What follows belongs to an exercise in optimizing a design on an open flow for small area, a short achievable clock period and few clock cycles per item; a production flow would make more cautious choices.
At most, simulation tests tie the RTL to the original design; equivalence was not proved.

==> violet <==
## magnetometer_heading_unpack
module magnetometer_heading_unpack
(
    input  wire logic              clk,
    input  wire logic              rst_n,
    input  wire logic              in_valid,
    output logic                   in_ready,
    input  wire logic [7:0]        x_high_byte,
    input  wire logic [7:0]        x_low_byte,
    input  wire logic [7:0]        y_high_byte,
    input  wire logic [7:0]        y_low_byte,
    input  wire logic [7:0]        z_high_byte,
    input  wire logic [7:0]        z_low_byte,
    output logic                   out_valid,
    input  wire logic              out_ready,
    output logic signed [15:0]     mag_x,
    output logic signed [15:0]     mag_y,
    output logic signed [15:0]     mag_z,
    output logic [16:0]            heading
);
clock: 6.0 ns
lec_check: 0
cap_margin: 20
core_margin: 2
core_utilization: 60
setup_slack_margin: 2.0
slew_margin: 20
run.sh (not shown) runs the stock make flow with config.mk's settings and CLKGATE_MAP_FILE= SYNTH_SCRIPT=/design/flow/synth_recipe.tcl, a recipe that flattens the netlist after the stock synthesis.
==> inputs of nickel, as changes to violet <==
- CTS_BUF_LIST: unset -> sky130_fd_sc_hd__clkbuf_16
- CTS_CLUSTER_DIAMETER: unset -> 100
- CTS_CLUSTER_SIZE: unset -> 30
- SETUP_SLACK_MARGIN: 2.0 -> 2.5
==> impl_metrics.toml <==
[run_status]
status = "no timing/DRC/antenna violations"

[clocking]
numCtsBuffers = 167
clk_pin_slew_worst_paths_ps = 60

[drt]
drtIter0Drc = 2695
drt-vias-per-instance = 5.549

[layout]
antennaDiodeCount = 2
sh_seq_area_pct = 51.64
clkCellAreaFrac_pct = 5.985
multi_input_area_sq_mm = 0.03275
final_area_sq_mm = 0.09200
buf_share_pct = 1.884
signal_buffers = 177
nMultiInputCombCells = 3940

[global_routing]
antenna_found_initial = 1

[hold_path]
holdPathEnd = "r6_mz[15]"
hp-start = "r5_mz[15]"

[worst_setup_path]
r2r-end = "r15_tb[11]"
cp_num_buf_inv = 3
[end of results for violet]
==> impl_metrics.toml <==
[run_status]
status = "no timing/DRC/antenna violations"

[clocking]
clk_pin_slew_worst_paths_ps = 110

[worst_setup_path]
cp_num_buf_inv = 1
r2r-end = "r8_y[17]"

[layout]
antennaDiodeCount = 0
buf_share_pct = 2.760
multi_input_area_sq_mm = 0.03345
nMultiInputCombCells = 3941
clkCellAreaFrac_pct = 2.325
signal_buffers = 269

[drt]
drtIter0Drc = 2913
drt-vias-per-instance = 5.589

[timing]
drv_slew = 0

[hold_path]
holdPathEnd = "r6_mx[1]"
[end of results for nickel]
Testbench counts of violet, summed over its fixed seeds: cycles 16,128, items 16,000.
Testbench counts of nickel, summed over its fixed seeds: cycles 16,128, items 16,000.


==> inputs of build 70 <==
Another version of the RTL of magnetometer_heading_unpack (not shown whole).
export LEC_CHECK = 0
export CAP_MARGIN = 20
export CORE_MARGIN = 2
export CORE_UTILIZATION = 60
export SETUP_SLACK_MARGIN = 3.0
export SLEW_MARGIN = 20
create_clock -name core_clock -period 6.0 [get_ports {clk}]
==> inputs of build 81, as changes to build 70 <==
--- a/flow/design.v
+++ b/flow/design.v
@@ -55,14 +55,13 @@
 #(
     parameter int STEP = 0,
     parameter int WXI  = 25,
     parameter int WYI  = 25,
     parameter int WYO  = 25,
     parameter int KE   = 25,
-    parameter int SELY = 0,
-    parameter int SELX = 0
+    parameter int SELY = 0
 )
 (
     input  wire logic [WXI-1:0]        x_in,
     input  wire logic signed [WYI-1:0] y_in,
     output logic                       d,
     output logic [WXI-1:0]             x_out,
@@ -78,33 +77,18 @@
         ys  = W'(y_in);
         dx  = ys >>> STEP;
         dy  = xs >>> STEP;
         neg = y_in[WYI-1];
         d   = !neg && (y_in != '0);
     end
-    generate
-        if (SELX != 0)
-        begin : g_xsel
-            logic [WXI-1:0] xp, xm;
-            logic [KE-1:0] ep, en;
-            assign ep = dx[KE-1:0];
-            assign en = ~dx[KE-1:0];
-            mhu_add #(.W(WXI)) u_xp (.a(x_in), .b(WXI'(ep)), .cin(1'b0), .s(xp));
-            mhu_add #(.W(WXI)) u_xm (.a(x_in), .b(WXI'(en)), .cin(1'b1), .s(xm));
-            assign x_out = neg ? xm : xp;
-        end
-        else
-        begin : g_xone
-            mhu_add #(.W(WXI)) u_x (
-                .a   (x_in),
-                .b   (WXI'(dx[KE-1:0] ^ {KE{neg}})),
-                .cin (neg),
-                .s   (x_out)
-            );
-        end
-    endgenerate
+    mhu_add #(.W(WXI)) u_x (
+        .a   (x_in),
+        .b   (WXI'(dx[KE-1:0] ^ {KE{neg}})),
+        .cin (neg),
+        .s   (x_out)
+    );
     generate
         if (SELY != 0)
         begin : g_sel
             mhu_add #(.W(WYO)) u_yp (.a(ys[WYO-1:0]), .b(dy[WYO-1:0]), .cin(1'b0), .s(yp));
             mhu_add #(.W(WYO)) u_ym (.a(ys[WYO-1:0]), .b(~dy[WYO-1:0]), .cin(1'b1), .s(ym));
             assign y_out = d ? ym : yp;
@@ -158,13 +142,13 @@
     end
     wire [24:0] c1x_0 = x_0;
     wire signed [24:0] c1y_0 = y_0;
     logic d_0;
     logic [24:0] c1x_1;
     logic signed [24:0] c1y_1;
-    mhu_cordic_stage #(.STEP(0), .WXI(25), .WYI(25), .WYO(25), .KE(24), .SELY(1), .SELX(0)) u_rot0 (
+    mhu_cordic_stage #(.STEP(0), .WXI(25), .WYI(25), .WYO(25), .KE(24), .SELY(1)) u_rot0 (
         .x_in(c1x_0), .y_in(c1y_0), .d(d_0), .x_out(c1x_1), .y_out(c1y_1));
     logic [16:0] r1_x;
     logic signed [16:0] r1_y;
     logic [15:0] r1_mx, r1_my, r1_mz;
     logic [0:0] r1_d;
     always_ff @(posedge clk)
@@ -176,13 +160,13 @@
         end
     wire [24:0] c2x_1 = {r1_x, 8'd0};
     wire signed [24:0] c2y_1 = {r1_y, 8'd0};
     logic d_1;
     logic [24:0] c2x_2;
     logic signed [24:0] c2y_2;
-    mhu_cordic_stage #(.STEP(1), .WXI(25), .WYI(25), .WYO(25), .KE(23), .SELY(1), .SELX(0)) u_rot1 (
+    mhu_cordic_stage #(.STEP(1), .WXI(25), .WYI(25), .WYO(25), .KE(23), .SELY(1)) u_rot1 (
         .x_in(c2x_1), .y_in(c2y_1), .d(d_1), .x_out(c2x_2), .y_out(c2y_2));
     logic [17:0] r2_x;
     logic signed [17:0] r2_y;
     logic [15:0] r2_mx, r2_my, r2_mz;
     logic [1:0] r2_d;
     always_ff @(posedge clk)
@@ -194,13 +178,13 @@
         end
     wire [24:0] c3x_2 = {r2_x, 7'd0};
     wire signed [24:0] c3y_2 = {r2_y, 7'd0};
     logic d_2;
     logic [24:0] c3x_3;
     logic signed [23:0] c3y_3;
-    mhu_cordic_stage #(.STEP(2), .WXI(25), .WYI(25), .WYO(24), .KE(22), .SELY(1), .SELX(0)) u_rot2 (
+    mhu_cordic_stage #(.STEP(2), .WXI(25), .WYI(25), .WYO(24), .KE(22), .SELY(1)) u_rot2 (
         .x_in(c3x_2), .y_in(c3y_2), .d(d_2), .x_out(c3x_3), .y_out(c3y_3));
     logic [19:0] r3_x;
     logic signed [18:0] r3_y;
     logic [15:0] r3_mx, r3_my, r3_mz;
     logic [2:0] r3_d;
     always_ff @(posedge clk)
@@ -212,13 +196,13 @@
         end
     wire [24:0] c4x_3 = {r3_x, 5'd0};
     wire signed [23:0] c4y_3 = {r3_y, 5'd0};
     logic d_3;
     logic [24:0] c4x_4;
     logic signed [21:0] c4y_4;
-    mhu_cordic_stage #(.STEP(3), .WXI(25), .WYI(24), .WYO(22), .KE(20), .SELY(1), .SELX(0)) u_rot3 (
+    mhu_cordic_stage #(.STEP(3), .WXI(25), .WYI(24), .WYO(22), .KE(20), .SELY(1)) u_rot3 (
         .x_in(c4x_3), .y_in(c4y_3), .d(d_3), .x_out(c4x_4), .y_out(c4y_4));
     logic [22:0] r4_x;
     logic signed [19:0] r4_y;
     logic [15:0] r4_mx, r4_my, r4_mz;
     logic [3:0] r4_d;
     always_ff @(posedge clk)
@@ -230,13 +214,13 @@
         end
     wire [24:0] c5x_4 = {r4_x, 2'd0};
     wire signed [21:0] c5y_4 = {r4_y, 2'd0};
     logic d_4;
     logic [24:0] c5x_5;
     logic signed [21:0] c5y_5;
-    mhu_cordic_stage #(.STEP(4), .WXI(25), .WYI(22), .WYO(22), .KE(17), .SELY(1), .SELX(0)) u_rot4 (
+    mhu_cordic_stage #(.STEP(4), .WXI(25), .WYI(22), .WYO(22), .KE(17), .SELY(1)) u_rot4 (
         .x_in(c5x_4), .y_in(c5y_4), .d(d_4), .x_out(c5x_5), .y_out(c5y_5));
     logic [24:0] r5_x;
     logic signed [21:0] r5_y;
     logic [15:0] r5_mx, r5_my, r5_mz;
     logic [4:0] r5_d;
     always_ff @(posedge clk)
@@ -248,13 +232,13 @@
         end
     wire [24:0] c6x_5 = r5_x;
     wire signed [21:0] c6y_5 = r5_y;
     logic d_5;
     logic [24:0] c6x_6;
     logic signed [20:0] c6y_6;
-    mhu_cordic_stage #(.STEP(5), .WXI(25), .WYI(22), .WYO(21), .KE(16), .SELY(1), .SELX(0)) u_rot5 (
+    mhu_cordic_stage #(.STEP(5), .WXI(25), .WYI(22), .WYO(21), .KE(16), .SELY(1)) u_rot5 (
         .x_in(c6x_5), .y_in(c6y_5), .d(d_5), .x_out(c6x_6), .y_out(c6y_6));
     logic [24:0] r6_x;
     logic signed [20:0] r6_y;
     logic [15:0] r6_mx, r6_my, r6_mz;
     logic [5:0] r6_d;
     always_ff @(posedge clk)
@@ -266,13 +250,13 @@
         end
     wire [24:0] c7x_6 = r6_x;
     wire signed [20:0] c7y_6 = r6_y;
     logic d_6;
     logic [24:0] c7x_7;
     logic signed [19:0] c7y_7;
-    mhu_cordic_stage #(.STEP(6), .WXI(25), .WYI(21), .WYO(20), .KE(14), .SELY(1), .SELX(0)) u_rot6 (
+    mhu_cordic_stage #(.STEP(6), .WXI(25), .WYI(21), .WYO(20), .KE(14), .SELY(1)) u_rot6 (
         .x_in(c7x_6), .y_in(c7y_6), .d(d_6), .x_out(c7x_7), .y_out(c7y_7));
     logic [24:0] r7_x;
     logic signed [19:0] r7_y;
     logic [15:0] r7_mx, r7_my, r7_mz;
     logic [6:0] r7_d;
     always_ff @(posedge clk)
@@ -284,13 +268,13 @@
         end
     wire [24:0] c8x_7 = r7_x;
     wire signed [19:0] c8y_7 = r7_y;
     logic d_7;
     logic [24:0] c8x_8;
     logic signed [18:0] c8y_8;
-    mhu_cordic_stage #(.STEP(7), .WXI(25), .WYI(20), .WYO(19), .KE(12), .SELY(1), .SELX(0)) u_rot7 (
+    mhu_cordic_stage #(.STEP(7), .WXI(25), .WYI(20), .WYO(19), .KE(12), .SELY(1)) u_rot7 (
         .x_in(c8x_7), .y_in(c8y_7), .d(d_7), .x_out(c8x_8), .y_out(c8y_8));
     logic [24:0] r8_x;
     logic signed [18:0] r8_y;
     logic [15:0] r8_mx, r8_my, r8_mz;
     logic [7:0] r8_d;
     always_ff @(posedge clk)
@@ -302,13 +286,13 @@
         end
     wire [24:0] c9x_8 = r8_x;
     wire signed [18:0] c9y_8 = r8_y;
     logic d_8;
     logic [24:0] c9x_9;
     logic signed [17:0] c9y_9;
-    mhu_cordic_stage #(.STEP(8), .WXI(25), .WYI(19), .WYO(18), .KE(10), .SELY(1), .SELX(0)) u_rot8 (
+    mhu_cordic_stage #(.STEP(8), .WXI(25), .WYI(19), .WYO(18), .KE(10), .SELY(1)) u_rot8 (
         .x_in(c9x_8), .y_in(c9y_8), .d(d_8), .x_out(c9x_9), .y_out(c9y_9));
     logic [24:0] r9_x;
     logic signed [17:0] r9_y;
     logic [15:0] r9_mx, r9_my, r9_mz;
     logic [8:0] r9_d;
     always_ff @(posedge clk)
@@ -320,13 +304,13 @@
         end
     wire [24:0] c10x_9 = r9_x;
     wire signed [17:0] c10y_9 = r9_y;
     logic d_9;
     logic [24:0] c10x_10;
     logic signed [16:0] c10y_10;
-    mhu_cordic_stage #(.STEP(9), .WXI(25), .WYI(18), .WYO(17), .KE(8), .SELY(1), .SELX(0)) u_rot9 (
+    mhu_cordic_stage #(.STEP(9), .WXI(25), .WYI(18), .WYO(17), .KE(8), .SELY(1)) u_rot9 (
         .x_in(c10x_9), .y_in(c10y_9), .d(d_9), .x_out(c10x_10), .y_out(c10y_10));
     logic [24:0] r10_x;
     logic signed [16:0] r10_y;
     logic [15:0] r10_mx, r10_my, r10_mz;
     logic [9:0] r10_d;
     always_ff @(posedge clk)
@@ -338,13 +322,13 @@
         end
     wire [24:0] c11x_10 = r10_x;
     wire signed [16:0] c11y_10 = r10_y;
     logic d_10;
     logic [24:0] c11x_11;
     logic signed [15:0] c11y_11;
-    mhu_cordic_stage #(.STEP(10), .WXI(25), .WYI(17), .WYO(16), .KE(6), .SELY(1), .SELX(0)) u_rot10 (
+    mhu_cordic_stage #(.STEP(10), .WXI(25), .WYI(17), .WYO(16), .KE(6), .SELY(1)) u_rot10 (
         .x_in(c11x_10), .y_in(c11y_10), .d(d_10), .x_out(c11x_11), .y_out(c11y_11));
     logic [24:0] r11_x;
     logic signed [15:0] r11_y;
     logic [15:0] r11_mx, r11_my, r11_mz;
     logic [10:0] r11_d;
     always_ff @(posedge clk)
@@ -356,13 +340,13 @@
         end
     wire [24:0] c12x_11 = r11_x;
     wire signed [15:0] c12y_11 = r11_y;
     logic d_11;
     logic [24:0] c12x_12;
     logic signed [14:0] c12y_12;
-    mhu_cordic_stage #(.STEP(11), .WXI(25), .WYI(16), .WYO(15), .KE(4), .SELY(1), .SELX(0)) u_rot11 (
+    mhu_cordic_stage #(.STEP(11), .WXI(25), .WYI(16), .WYO(15), .KE(4), .SELY(1)) u_rot11 (
         .x_in(c12x_11), .y_in(c12y_11), .d(d_11), .x_out(c12x_12), .y_out(c12y_12));
     logic [24:0] r12_x;
     logic signed [14:0] r12_y;
     logic [15:0] r12_mx, r12_my, r12_mz;
     logic [11:7] r12_d;
     logic signed [25:0] r12_p;
@@ -418,13 +402,13 @@
         end
     wire [24:0] c13x_12 = r12_x;
     wire signed [14:0] c13y_12 = r12_y;
     logic d_12;
     logic [24:0] c13x_13;
     logic signed [13:0] c13y_13;
-    mhu_cordic_stage #(.STEP(12), .WXI(25), .WYI(15), .WYO(14), .KE(2), .SELY(1), .SELX(0)) u_rot12 (
+    mhu_cordic_stage #(.STEP(12), .WXI(25), .WYI(15), .WYO(14), .KE(2), .SELY(1)) u_rot12 (
         .x_in(c13x_12), .y_in(c13y_12), .d(d_12), .x_out(c13x_13), .y_out(c13y_13));
     logic [24:0] r13_x;
     logic signed [13:0] r13_y;
     logic [15:0] r13_mx, r13_my, r13_mz;
     logic [12:11] r13_d;
     logic signed [25:0] r13_p;
@@ -460,13 +444,13 @@
         end
     wire [24:0] c14x_13 = r13_x;
     wire signed [13:0] c14y_13 = r13_y;
     logic d_13;
     logic [24:0] c14x_14;
     logic signed [12:0] c14y_14;
-    mhu_cordic_stage #(.STEP(13), .WXI(25), .WYI(14), .WYO(13), .KE(1), .SELY(1), .SELX(0)) u_rot13 (
+    mhu_cordic_stage #(.STEP(13), .WXI(25), .WYI(14), .WYO(13), .KE(1), .SELY(1)) u_rot13 (
         .x_in(c14x_13), .y_in(c14y_13), .d(d_13), .x_out(c14x_14), .y_out(c14y_14));
     logic [24:0] r14_x;
     logic signed [12:0] r14_y;
     logic [15:0] r14_mx, r14_my, r14_mz;
     logic d13_r14;
     logic signed [25:0] r14_tp;    
@@ -490,29 +474,27 @@
         end
     wire [24:0] c15x_14 = r14_x;
     wire signed [12:0] c15y_14 = r14_y;
     logic d_14;
     logic [24:0] c15x_15;
     logic signed [11:0] c15y_15;
-    mhu_cordic_stage #(.STEP(14), .WXI(25), .WYI(13), .WYO(12), .KE(1), .SELY(1), .SELX(0)) u_rot14 (
+    mhu_cordic_stage #(.STEP(14), .WXI(25), .WYI(13), .WYO(12), .KE(1), .SELY(1)) u_rot14 (
         .x_in(c15x_14), .y_in(c15y_14), .d(d_14), .x_out(c15x_15), .y_out(c15y_15));
     logic signed [11:0] r15_y;
     logic [15:0] r15_mx, r15_my, r15_mz;
     logic signed [25:0] r15_tb;    
-    logic signed [25:0] tb, tb0, tb1;
+    logic signed [25:0] tb;
     logic [10:0] tc;
     always_comb begin
         case ({d_14, d13_r14})
             2'd0: tc = 11'd0;
             2'd1: tc = 11'd916;
             2'd2: tc = 11'd458;
             default: tc = 11'd1374;
         endcase
-        tb0 = r14_tp + (d13_r14 ? 26'sd916 : 26'sd0);
-        tb1 = r14_tp + (d13_r14 ? 26'sd1374 : 26'sd458);
-        tb  = d_14 ? tb1 : tb0;
+        tb = r14_tp + 26'(tc);
     end
     always_ff @(posedge clk)
         if (go) begin
             r15_y <= c15y_15[11:0];
             r15_mx <= r14_mx; r15_my <= r14_my; r15_mz <= r14_mz;
             r15_tb <= tb;
CORE_UTILIZATION = 40   (was 60)
==> impl_metrics.yaml <==
logic_synthesis:
  synthMuxAreaShare_pct: 1.64
  synth_compound_area_share_pct: 7.76
critical_path:
  worst-path-buf-inv: 6
status:
  status: "no timing/DRC/antenna violations"
cells_and_area:
  instances_no_fill: 9859
Source of the figures above: build 81

==> impl_metrics.yaml <==
cells_and_area:
  instances_no_fill: 9000
  postLayoutCellArea_um2: 100000
logic_synthesis:
  synth_compound_area_share_pct: 8.18
  synthMuxAreaShare_pct: 1.47
  yosysTopAreaCell: "edfxtp_1"
critical_path:
  r2r-end: "r15_tb[19]"
  worst-path-buf-inv: 1
  reg2reg_slack_ps: 2500
status:
  status: "no timing/DRC/antenna violations"
Source of the figures above: build 70

Testbench counts of build 81, summed over its fixed seeds: cycles 16,128, items 16,000.
For build 70, only the layout was checked, not whether the RTL still works.

## re-timing with driven ports
The flow's constraints put no driver on any port. The routed layouts listed below were extracted and timed again, unchanged, in two steps.
Step 1, drivers: a clkbuf_16 drives clk and a buf_2 each remaining input, both assumed.
Step 2, shift: input delay + t, output delay - t, t = (earliest + latest rising clock arrival at the registers) / 2. This alone moves slack from input paths to output paths.
Slacks: no drivers / after step 1 / after step 2; pairs: no drivers / after step 1.
run	shift t [ns]	setup slack, ns	worst hold slack (ns)	slew at the worst register clock pin (ns)	cell pins on the clock port's net
violet	0.867	2.050 / 2.100 / 1.233	0.395 / 0.395 / 0.395	0.07 / 0.07	1
nickel	0.782	2.420 / 2.461 / 1.679	0.416 / 0.416 / 0.416	0.12 / 0.12	1
build 70	0.855	1.917 / 1.962 / 1.108	0.347 / 0.347 / 0.347	0.07 / 0.07	1
build 81	0.901	2.286 / 2.296 / 1.394	0.388 / 0.388 / 0.388	0.07 / 0.07	1
After both steps every run listed still meets setup and hold. For build 81, which loses most, drivers alone change the setup slack by +0.010 ns; drivers and shift together by -0.892 ns.
